Source: an optimization exercise on an open RTL-to-GDS flow (aim: small area). Production flows keep margins and buffers that such runs may drop.
The RTL was checked by simulation tests, not by an equivalence proof against the original design.

==> v3: inputs <==
==> flow/design.v <==
`default_nettype none
module writeback_regfile_pipe #(
  parameter logic [63:0] RSP_INIT = 64'h0,
  parameter int          RET_W    = 16
) (
  input  logic             clk,
  input  logic             rst,
  input  logic [2:0]       W_stat,
  input  logic [3:0]       W_icode,
  input  logic [3:0]       W_dstE,
  input  logic [63:0]      W_valE,
  input  logic [3:0]       W_dstM,
  input  logic [63:0]      W_valM,
  output logic [63:0]      reg_file0,
  output logic [63:0]      reg_file1,
  output logic [63:0]      reg_file2,
  output logic [63:0]      reg_file3,
  output logic [63:0]      reg_file4,
  output logic [63:0]      reg_file5,
  output logic [63:0]      reg_file6,
  output logic [63:0]      reg_file7,
  output logic [63:0]      reg_file8,
  output logic [63:0]      reg_file9,
  output logic [63:0]      reg_file10,
  output logic [63:0]      reg_file11,
  output logic [63:0]      reg_file12,
  output logic [63:0]      reg_file13,
  output logic [63:0]      reg_file14,
  output logic [2:0]       stat,
  output logic             halted,
  output logic [RET_W-1:0] retired
);
  localparam logic [2:0] c_stat_aok = 3'd1;
  localparam logic [2:0] c_stat_ins = 3'd4;
  logic              r_halt;
  logic [2:0]        r_stat;
  logic [RET_W-1:0]  r_retired;
  logic              w_commit;
  logic [14:0][63:0] r_dat_n;    
  logic [14:0]       r_blank;    
  logic [14:0]       w_selm;     
  logic [14:0]       w_sele;     
  logic [14:0]       w_hold;     
  logic [14:0][63:0] w_rf;       
  assign w_commit = !r_halt && (W_stat == c_stat_aok);
  for (genvar k = 0; k < 15; k++) begin : g_reg
    localparam logic [63:0] INIT = (k == 4) ? RSP_INIT : 64'h0;
    assign w_selm[k] = w_commit && (W_dstM == 4'(k));
    assign w_sele[k] = w_commit && (W_dstE == 4'(k)) && (W_dstM != 4'(k));
    assign w_hold[k] = !(w_selm[k] || w_sele[k]);
    logic [63:0] w_dat_n_nxt;
    for (genvar b = 0; b < 64; b++) begin : g_bit
      wb_rf_bit #(.INIT(INIT[b])) u_bit (
        .selm  (w_selm[k]),
        .valm  (W_valM[b]),
        .sele  (w_sele[k]),
        .vale  (W_valE[b]),
        .hold  (w_hold[k]),
        .blank (r_blank[k]),
        .dat_n (r_dat_n[k][b]),
        .q     (w_rf[k][b]),
        .nxt_n (w_dat_n_nxt[b])
      );
    end
    always_ff @(posedge clk) begin
      r_dat_n[k] <= w_dat_n_nxt;
    end
    always_ff @(posedge clk or posedge rst) begin
      if (rst) begin
        r_blank[k] <= 1'b1;
      end else begin
        r_blank[k] <= r_blank[k] && w_hold[k];
      end
    end
  end
  always_ff @(posedge clk or posedge rst) begin
    if (rst) begin
      r_retired <= '0;
    end else if (w_commit && (W_icode != 4'h0) && (r_retired != '1)) begin
      r_retired <= r_retired + RET_W'(1);
    end
  end
  always_ff @(posedge clk or posedge rst) begin
    if (rst) begin
      r_halt <= 1'b0;
      r_stat <= c_stat_aok;
    end else if (!r_halt) begin
      case (W_stat)
        3'd0, 3'd1: begin
          r_stat <= c_stat_aok;
        end
        3'd2, 3'd3, 3'd4: begin
          r_stat <= W_stat;
          r_halt <= 1'b1;
        end
        default: begin
          r_stat <= c_stat_ins;
          r_halt <= 1'b1;
        end
      endcase
    end
  end
  assign stat    = r_stat;
  assign halted  = r_halt;
  assign retired = r_retired;
  assign reg_file0  = w_rf[0];
  assign reg_file1  = w_rf[1];
  assign reg_file2  = w_rf[2];
  assign reg_file3  = w_rf[3];
  assign reg_file4  = w_rf[4];
  assign reg_file5  = w_rf[5];
  assign reg_file6  = w_rf[6];
  assign reg_file7  = w_rf[7];
  assign reg_file8  = w_rf[8];
  assign reg_file9  = w_rf[9];
  assign reg_file10 = w_rf[10];
  assign reg_file11 = w_rf[11];
  assign reg_file12 = w_rf[12];
  assign reg_file13 = w_rf[13];
  assign reg_file14 = w_rf[14];
endmodule
module wb_rf_bit #(
  parameter logic INIT = 1'b0
) (
  input  logic selm,
  input  logic valm,
  input  logic sele,
  input  logic vale,
  input  logic hold,
  input  logic blank,
  input  logic dat_n,
  output logic q,
  output logic nxt_n
);
  assign q     = blank ? INIT : !dat_n;
  assign nxt_n = !((selm && valm) || (sele && vale) || (hold && q));
endmodule
`default_nettype wire
==> flow/run.sh <==
#!/bin/bash
# synth_recipe.tcl (not shown) runs the flow's synth.tcl, then flattens the netlist and writes it again
# the make line also repeats each setting of config.mk as NAME=value (left out here)
make -C /OpenROAD-flow-scripts/flow DESIGN_CONFIG=/design/flow/config.mk WORK_HOME=/design/flow/orfs CLKGATE_MAP_FILE= SYNTH_SCRIPT=/design/flow/synth_recipe.tcl finish
==> flow/config.mk <==
export PLATFORM = sky130hd
export DESIGN_NAME = writeback_regfile_pipe
export DESIGN_NICKNAME = writeback_regfile_pipe
export VERILOG_FILES = /design/flow/design.v
export SDC_FILE = /design/flow/constraint.sdc
export NUM_CORES = 4
export LEC_CHECK = 0
export CAP_MARGIN = 20
export CORE_MARGIN = 2
export CORE_UTILIZATION = 40
export SLEW_MARGIN = 20
export SYNTH_HIERARCHICAL = 1
==> flow/constraint.sdc <==
create_clock -name core_clock -period 4.0 [get_ports {clk}]
set_input_delay 0.8000 -clock core_clock [delete_from_list [all_inputs] [get_ports {clk}]]
set_output_delay 0.8000 -clock core_clock [all_outputs]
set_load 0.01 [all_outputs]
==> inputs of v19, as changes to v3 <==
==> flow/flow/run.sh (new file) <==
#!/bin/bash
# Standard ORFS layout (the standard.sh) with three changes:
#  - the port buffers use the smallest buffer cell instead of the one
#    buffer_ports picks by default;
#  - clock tree synthesis uses clkbuf_8 leaf buffers in clusters of up to 16
#    sinks, clkbuf_16 above them, and no dummy loads;
#  - I/O pins may sit one routing track apart (and in the corners), so that
#    the 1125 ports fit on a smaller die.
set -euo pipefail
CTS="-sink_clustering_enable -repair_clock_nets"
CTS+=" -root_buf sky130_fd_sc_hd__clkbuf_16 -tree_buf sky130_fd_sc_hd__clkbuf_16"
CTS+=" -sink_clustering_buffer sky130_fd_sc_hd__clkbuf_8"
CTS+=" -buf_list {sky130_fd_sc_hd__clkbuf_8 sky130_fd_sc_hd__clkbuf_16}"
CTS+=" -sink_clustering_size 16 -sink_clustering_max_diameter 50 -dont_use_dummy_load"
bash standard.sh \
  "BUFFER_PORTS_ARGS=-buffer_cell sky130_fd_sc_hd__buf_1" \
  "CTS_ARGS=$CTS" \
  "PLACE_PINS_ARGS=-min_distance 1 -min_distance_in_tracks -corner_avoidance 0" \
  finish > standard_flow.log 2>&1
==> flow/standard.sh (new file) <==
#!/bin/bash
# synth_recipe.tcl (not shown) runs the flow's synth.tcl, then flattens the netlist and writes it again
# the make line also repeats each setting of config.mk as NAME=value (left out here)
make -C /OpenROAD-flow-scripts/flow DESIGN_CONFIG=/design/flow/config.mk WORK_HOME=/design/flow/orfs CLKGATE_MAP_FILE= SYNTH_SCRIPT=/design/flow/synth_recipe.tcl "${@:-finish}"
--- a/flow/config.mk
+++ b/flow/config.mk
@@ -6,7 +6,8 @@
 export NUM_CORES = 4
 export LEC_CHECK = 0
 export CAP_MARGIN = 20
-export CORE_MARGIN = 2
-export CORE_UTILIZATION = 40
+export CORE_AREA = 5 5 325 325
+export DIE_AREA = 0 0 330 330
+export PLACE_DENSITY = 0.5
 export SLEW_MARGIN = 20
 export SYNTH_HIERARCHICAL = 1
removed: flow/run.sh
==> impl_metrics.tcl <==
set metrics [dict create \
    rows 117 \
    die_height_um 330 \
    grt-busiest-layer "met2" \
    max_freq_mhz 299 \
    start_util_pct 33.9 \
    die_w_um 330 \
    status "no timing/DRC/antenna violations" \
]
[end of results for v19]
==> impl_metrics.tcl <==
set metrics [dict create \
    start_util_pct 40.4 \
    yosys-top-cells-area "dfxtp_1 (56%), a222oi_1 (28%), nor2_1 (11%), dfrtp_1 (1.4%), dfstp_2 (1.2%)" \
    synth-simple-area-share_pct 12.7 \
    stop_stage "3_2_place_iop" \
    ys.flop_type "dfxtp_1" \
    rows 107 \
    synth_top_area_cell "dfxtp_1" \
    status "did not finish" \
    die_w_um 298 \
    firstError "[ERROR PPL-0024] Number of IO pins (1125) exceeds maximum number of available positions (1074). Increase the die perimeter from 1190.00um to 1530.00um." \
    yosysUniqueCellTypes 37 \
    die_height_um 298 \
    synthXorXnorAreaFrac_pct 0.356 \
    syn_avg_cell_area_sq_um 11.1 \
]
[end of results for v3]

## afterwards: timing with drivers on the ports
In the flow no input, the clock included, has a driving cell. The finished layout below was timed again as built, in two steps. Step 1: set_driving_cell puts a clkbuf_16 on clk and a buf_2 on each other input, an assumption about the parent block. Step 2 adds t to the input delays and takes it off the output delays; t is the mean of the earliest and latest rising clock arrival at the registers after step 1. Input paths then give back, and output paths get back, about the clock's delay inside the block. a / b / c = ideal / step 1 / step 2; a / b = the first two.
run: v19
t, ns: 0.711
setup WS [ns]: 0.658 / 0.583 / 0.377
pins driven straight from the clock port: 1
After both steps v19 still meets setup and hold. The setup slack of v19 moves by -0.075 ns with the drivers and by -0.281 ns with both steps.
